From an optimization exercise on the open Yosys and OpenROAD flow, aimed at small area, a short achievable clock period and few clock cycles per item; shortcuts taken in it are not production practice.
At most, simulation tests tie the RTL to the original design; equivalence was not proved.

==> flow/design.v (excerpt) <==
module barometer_pressure_compensation_unit (
    input  wire logic        clk,
    input  wire logic        rst_n,
    input  wire logic        s_tvalid,
    output logic             s_tready,
    input  wire logic [23:0] s_tdata,
    output logic             m_tvalid,
    input  wire logic        m_tready,
    output logic [23:0]      m_tdata,
    output logic [0:0]       m_tuser,
    input  wire logic        cfg_we,
    input  wire logic [bpc_pkg::CFG_ADDR_BITS-1:0] cfg_addr,
    input  wire logic [bpc_pkg::COEF_BITS-1:0]     cfg_wdata
);
For scale: roughly 3500 cells after synthesis, about 31000 um2 of cells after synthesis.
Settings: LEC_CHECK=0, ABC_AREA=1, CAP_MARGIN=20, CORE_MARGIN=2, CORE_UTILIZATION=60, SETUP_SLACK_MARGIN=2.5, SLEW_MARGIN=20; clock period 7.5 ns.
run.sh (not shown) runs the stock make flow with config.mk's settings and CLKGATE_MAP_FILE= SYNTH_SCRIPT=/design/flow/synth_recipe.tcl, a recipe that flattens the netlist after the stock synthesis.
The baseline finished clean.
Then changed:
- CORE_UTILIZATION: 60 -> 40
The new run completed with no timing, DRC or antenna violations; synthesized area stays the same; die area rises by 49%; count of clock-buffer cells in the layout rises by 5; routed wire length falls by 4.3%; worst hold slack improves by 0.0042 ns; sequential share of layout area falls by 0.18 points; clock skew falls by 0.012 ns; setup slack improves by 0.26 ns; flip-flop and latch count does not change.
Then changed:
- SETUP_SLACK_MARGIN: 2.5 -> 3.0
The changed run passed the timing, design-rule and antenna checks.
Die area stays the same.
Utilization went up by 4.9 points.
Via count grows by a few percent.
Design area came out higher by roughly a tenth.
Routed wire length is higher by a little under a tenth.
Function was not checked in any run of this note: the RTL went through the layout flow alone.

* * *

barometer_pressure_compensation_unit, a different RTL version from the one above (not shown whole).
For scale: roughly 74 I/O pins, ~29000 um^2 of cells after synthesis.
Settings: LEC_CHECK=0, ABC_AREA=1, CAP_MARGIN=20, CORE_MARGIN=2, CORE_UTILIZATION=40, CTS_BUF_LIST=sky130_fd_sc_hd__clkbuf_4, PLACE_DENSITY=0.75, SETUP_SLACK_MARGIN=2.5, SLEW_MARGIN=20; clock period 7.5 ns.
standard.sh (not shown) runs the stock make flow with config.mk's settings and CLKGATE_MAP_FILE= SYNTH_SCRIPT=/design/flow/synth_recipe.tcl, a recipe that flattens the netlist after the stock synthesis.
==> flow/flow/run.sh <==
#!/bin/bash
# The standard layout, with one step added between synthesis and floorplan:
# polarity.py removes inverters around the full-adder cells of the synthesized
# netlist (a full adder complements both outputs when its three inputs are
# complemented, so each fa cell can take its inputs in whichever polarity needs
# fewer inverters), and gives each fa cell's latest-arriving input its carry
# input pin, the fastest of the three (the cell is symmetric in them). Registers, cells other than inverters and every other step
# are the standard flow's, except that the ports are buffered with buf_2 cells
# (BUFFER_PORTS_ARGS) rather than the slow delay-buffer cell the resizer picks.
set -euo pipefail
res=orfs/results/${FLOW_PLATFORM}/barometer_pressure_compensation_unit/base
bash standard.sh synth > standard_synth.log 2>&1
cp "$res/1_2_yosys.v" synth_netlist.v
python3 flow/polarity.py synth_netlist.v "$res/1_2_yosys.v" > polarity.log 2>&1
touch "$res/1_2_yosys.v"
bash standard.sh "BUFFER_PORTS_ARGS=-buffer_cell sky130_fd_sc_hd__buf_2" finish > standard_finish.log 2>&1
Other scripts of this flow, unchanged in this note and not shown: flow/flow/polarity.py
The baseline produced a clean layout.
Testbench counts at the start, summed over its fixed seeds: cycles 12,032, items 12,000.
Change:
--- a/flow/config.mk
+++ b/flow/config.mk
@@ -8 +7,0 @@
-export ABC_AREA = 1
@@ -13 +11,0 @@
-export PLACE_DENSITY = 0.75
Outcome: The changed run completed without violations. Cell area is higher by 5.5%. Global-route usage hardly moves. Die area came out higher by 3.3%. Non-clock buffer count goes up by 41. Count of clock-buffer cells in the layout shrinks by 5.
Change:
--- a/flow/config.mk
+++ b/flow/config.mk
@@ -7,0 +8 @@
+export ABC_AREA = 1
@@ -11,2 +12 @@
-export CTS_BUF_LIST = sky130_fd_sc_hd__clkbuf_4
-export SETUP_SLACK_MARGIN = 2.5
+export SETUP_SLACK_MARGIN = 2.8
Effect: The new run went through all stages and came out clean; routed wire length grows by about 2.6%; die area shrinks by about 3%; flip-flop and latch count stays the same; synthesized cell count grows by about 7%.

* * *

barometer_pressure_compensation_unit again, from the RTL that the note above started with.
clock: 7.5 ns
lec_check: 0
abc_area: 1
cap_margin: 5
core_margin: 2
core_utilization: 40
cts_buf_list: sky130_fd_sc_hd__clkbuf_4
setup_slack_margin: 2.5
slew_margin: 5
Scripts as last shown in full above: flow/flow/run.sh
Other scripts of this flow, unchanged in this note and not shown: flow/flow/polarity.py
Testbench counts at the start, summed over its fixed seeds: cycles 12,032, items 12,000.
==> next run, changes <==
CAP_MARGIN = 20   (was 5)
SETUP_SLACK_MARGIN = 2.6   (was 2.5)
SLEW_MARGIN = 20   (was 5)
- The new run passed the timing, design-rule and antenna checks
- die area is unchanged
- final area climbs by 2.4%
- global-route usage is about the same
- maximum frequency barely changes
- hold slack is better by 10 ps
- flip-flop and latch count is unchanged
- routed wire length climbs by 1.3%
- via count climbs by 0.99%
- final cell count climbs by 0.69%
==> next run, changes <==
CTS_BUF_LIST = not set   (was sky130_fd_sc_hd__clkbuf_4)
SETUP_SLACK_MARGIN = 2.65   (was 2.6)
Wire length shrinks slightly; register-to-register slack gains 30 ps; hold slack is about the same; sequential share of layout area shrinks by 0.16 points; die area does not change; synthesized area is unchanged; utilization grows by 0.29 points.
==> next run, changes <==
CTS_BUF_LIST = sky130_fd_sc_hd__clkbuf_4   (was not set)
GPL_TIMING_DRIVEN = 1   (was not set)
SETUP_SLACK_MARGIN = 2.5   (was 2.65)
Die area is unchanged.
Synthesized area stays the same.
Sequential share of layout area went up by 0.77 points.
Core utilization came out lower by 1.4 points.
Maximum frequency fell by 0.79%.
Setup slack got worse by 38 ps.
Worst hold slack loses 7.8 ps.

==> re-timing with driven ports <==
In the flow no input, the clock included, has a driving cell. The finished layouts below were timed again as built, in two steps.
Step 1 (the two cells are an assumption about what drives the block):
set clk [get_ports {clk}]
set_driving_cell -lib_cell sky130_fd_sc_hd__clkbuf_16 $clk
set_driving_cell -lib_cell sky130_fd_sc_hd__buf_2 [delete_from_list [all_inputs] $clk]
Step 2 moves the port delays by t, midway between the first and last clock arrival at a register: inputs arrive t later, outputs are due t later. That takes back most of the time a late clock gives input paths.
Three values: ideal, step 1, step 2; two values: the first two.
run	shift t [ns]	slack for setup (ns)	worst hold slack (ns)	cell pins on the clock port's net
the first run of note 1	0.617	2.280 / 2.219 / 2.534	0.413 / 0.413 / 0.413	1
the second run of note 1	0.623	2.536 / 2.474 / 2.560	0.418 / 0.418 / 0.418	1
the third run of note 1	0.629	2.346 / 2.283 / 2.643	0.417 / 0.417 / 0.417	1
the first run of note 2	0.839	2.507 / 2.507 / 2.507	0.365 / 0.365 / 0.365	1
the second run of note 2	0.904	2.368 / 2.368 / 2.368	0.416 / 0.416 / 0.416	1
the third run of note 2	0.601	2.628 / 2.628 / 2.628	0.411 / 0.411 / 0.411	1
the first run of note 3	0.868	2.632 / 2.632 / 2.632	0.402 / 0.402 / 0.402	1
the second run of note 3	0.883	2.636 / 2.636 / 2.636	0.412 / 0.412 / 0.412	1
the third run of note 3	0.606	2.670 / 2.670 / 2.670	0.410 / 0.410 / 0.410	1
the fourth run of note 3	0.868	2.632 / 2.632 / 2.632	0.402 / 0.402 / 0.402	1
After both steps setup and hold are still met in every run listed.
